Source: an optimization exercise on an open RTL-to-GDS flow (aim: a short achievable clock period and few clock cycles per item). Production flows keep margins and buffers that such runs may drop. Function was checked by simulation only, so behaviour that the tests miss may differ from the original.

run A:
==> flow/design.v (excerpt) <==
module dual_adc_moving_average_scaler_unit (
	input  wire logic                   clk,
	input  wire logic                   arst_n,
	input  wire logic                   psel,
	input  wire logic                   penable,
	input  wire logic                   pwrite,
	input  wire logic [PADDR_W-1:0]     paddr,
	input  wire logic [PDATA_W-1:0]     pwdata,
	output logic      [PDATA_W-1:0]     prdata,
	output logic                        pready,
	input  wire logic                   in_valid,
	output logic                        in_ready,
	input  wire logic [SAMPLE_BITS-1:0] battery_sample,
	input  wire logic [SAMPLE_BITS-1:0] thermistor_sample,
	output logic                        out_valid,
	input  wire logic                   out_ready,
	output logic      [OUT_W-1:0]       battery_mv,
	output logic signed [OUT_W-1:0]     temperature_centi_c,
	output logic                        window_full
);
export LEC_CHECK = 0
export ABC_CLOCK_PERIOD_IN_PS = 2000
export CAP_MARGIN = 20
export CORE_MARGIN = 2
export CORE_UTILIZATION = 50
export GPL_ROUTABILITY_DRIVEN = 0
export SETUP_SLACK_MARGIN = 5
export SLEW_MARGIN = 20
create_clock -name core_clock -period 8.0 [get_ports {clk}]
run.sh (not shown) runs the stock make flow with config.mk's settings and CLKGATE_MAP_FILE= SYNTH_SCRIPT=/design/flow/synth_recipe.tcl, a recipe that flattens the netlist after the stock synthesis.
Testbench counts of run A, summed over its fixed seeds: cycles 3,264, items 3,200.
> inputs changed (run A -> run B)
# run A
export LEC_CHECK = 0
export ABC_CLOCK_PERIOD_IN_PS = 2000
export CAP_MARGIN = 20
export CORE_MARGIN = 2
export CORE_UTILIZATION = 50
export GPL_ROUTABILITY_DRIVEN = 0
export SETUP_SLACK_MARGIN = 5
export SLEW_MARGIN = 20
create_clock -name core_clock -period 8.0 [get_ports {clk}]
# run B
export LEC_CHECK = 0
export ABC_CLOCK_PERIOD_IN_PS = 2000
export CAP_MARGIN = 20
export CORE_MARGIN = 2
export CORE_UTILIZATION = 50
export CTS_CLUSTER_DIAMETER = 150
export CTS_CLUSTER_SIZE = 30
export SETUP_SLACK_MARGIN = 5
export SLEW_MARGIN = 20
create_clock -name core_clock -period 8.0 [get_ports {clk}]
### Flow results
Status: final worst-path cycle share parity (run B, run A)
Against run A, via count in run B came out better.
When the final numbers for run B and run A were put side by side, the share of post-route cells with drive strength above 1 turned out to be greater in run A.
The routed length on met1 reported for run B is smaller than that of run A by 0.37%.
Run A reports its critical path startpoint as u_scale.tx_q[1][4]$_DFFE_PN_ while run B reports u_window.ent_q[0][24]$_DFFE_PP_.
Clock insertion delay at the later pin of the skew report delta for run B relative to run A: 90 ps lower
Diff run B..run A | routed wire length | negligible
Per the comparison of run B with run A, cell area dropped 3.7%, worst path required time dropped 20 ps.
--- input diff run B..run C ---
# run B
export LEC_CHECK = 0
export ABC_CLOCK_PERIOD_IN_PS = 2000
export CAP_MARGIN = 20
export CORE_MARGIN = 2
export CORE_UTILIZATION = 50
export CTS_CLUSTER_DIAMETER = 150
export CTS_CLUSTER_SIZE = 30
export SETUP_SLACK_MARGIN = 5
export SLEW_MARGIN = 20
create_clock -name core_clock -period 8.0 [get_ports {clk}]
# run C
export LEC_CHECK = 0
export ABC_CLOCK_PERIOD_IN_PS = 2000
export CAP_MARGIN = 40
export CORE_MARGIN = 2
export CORE_UTILIZATION = 50
export SETUP_SLACK_MARGIN = 5
export SLEW_MARGIN = 40
create_clock -name core_clock -period 8.0 [get_ports {clk}]
### Flow results
Comparing run C against run B, there is no change at all in count of pins over their slew limit.
On routed wire length, run B beats run C.
Run C: pin count of the biggest net entering global routing 44% below run B

* * *

oak:
Another version of the RTL of dual_adc_moving_average_scaler_unit (not shown whole).
Size: about 7,900 cells after synthesis, ~140 I/O pins, roughly 97,000 µm² of cells after synthesis.
clock: 8.0 ns
lec_check: 0
abc_clock_period_in_ps: 1000
cap_margin: 20
core_margin: 2
core_utilization: 50
setup_slack_margin: 5
slew_margin: 20
Testbench counts of oak, summed over its fixed seeds: cycles 3,256, items 3,200.
Setup changes, oak to pine
--- a/flow/config.mk
+++ b/flow/config.mk
@@ -8 +8 @@
-export ABC_CLOCK_PERIOD_IN_PS = 1000
+export ABC_CLOCK_PERIOD_IN_PS = 2000
@@ -11,0 +12 @@
+export PLACE_DENSITY = 0.8
[summary]
pine finished every stage and its layout cleared the timing, DRC and antenna checks. In pine relative to oak, final-stage net count had gone down slightly. Summary of pine over oak: setup slack after layout decreased 0.067 ns, number of diodes increased 10, global-route usage decreased 0.78 points, count of multi-input gates essentially unchanged. As far as total number of tap cells goes, oak and pine are indistinguishable; the numbers are identical. pine — estimated wirelength of the detail-placed design 4.4% lower, oak as reference. Of the two values seen for timing startpoint of the critical path, u_window.t9_q[1] was produced by pine and u_window.b9_q[1] by oak. Average routed wire per standard cell in pine vs oak: down 1.9%.

[afterwards: timing with drivers on the ports]
The flow's constraints put no driver on any port. The routed layouts listed below were extracted and timed again, unchanged, in two steps. Step 1 (the two cells are an assumption about what drives the block):
set clk [get_ports {clk}]
set_driving_cell -lib_cell sky130_fd_sc_hd__clkbuf_16 $clk
set_driving_cell -lib_cell sky130_fd_sc_hd__buf_2 [delete_from_list [all_inputs] $clk]
Step 2 also shifts input and output timing later by t, the mid clock arrival at the registers, as if the neighbouring blocks saw the same clock. Three values: ideal ports, drivers, drivers and shift; two values: the first two.
run	shift t [ns]	slack for setup (ns)	latest minus earliest clock arrival (ns)	pins driven straight from the clock port
run A	0.913	4.983 / 4.912 / 4.208	0.057 / 0.057	1
run B	0.835	4.980 / 4.973 / 4.252	0.041 / 0.041	1
run C	0.916	4.992 / 4.897 / 4.177	0.062 / 0.062	1
oak	0.914	4.933 / 4.879 / 4.133	0.054 / 0.053	1
pine	0.903	4.866 / 4.866 / 4.177	0.055 / 0.056	1
After both steps every run listed still meets setup and hold. For run C, which loses most, drivers alone change the setup slack by -0.095 ns; drivers and shift together by -0.815 ns.
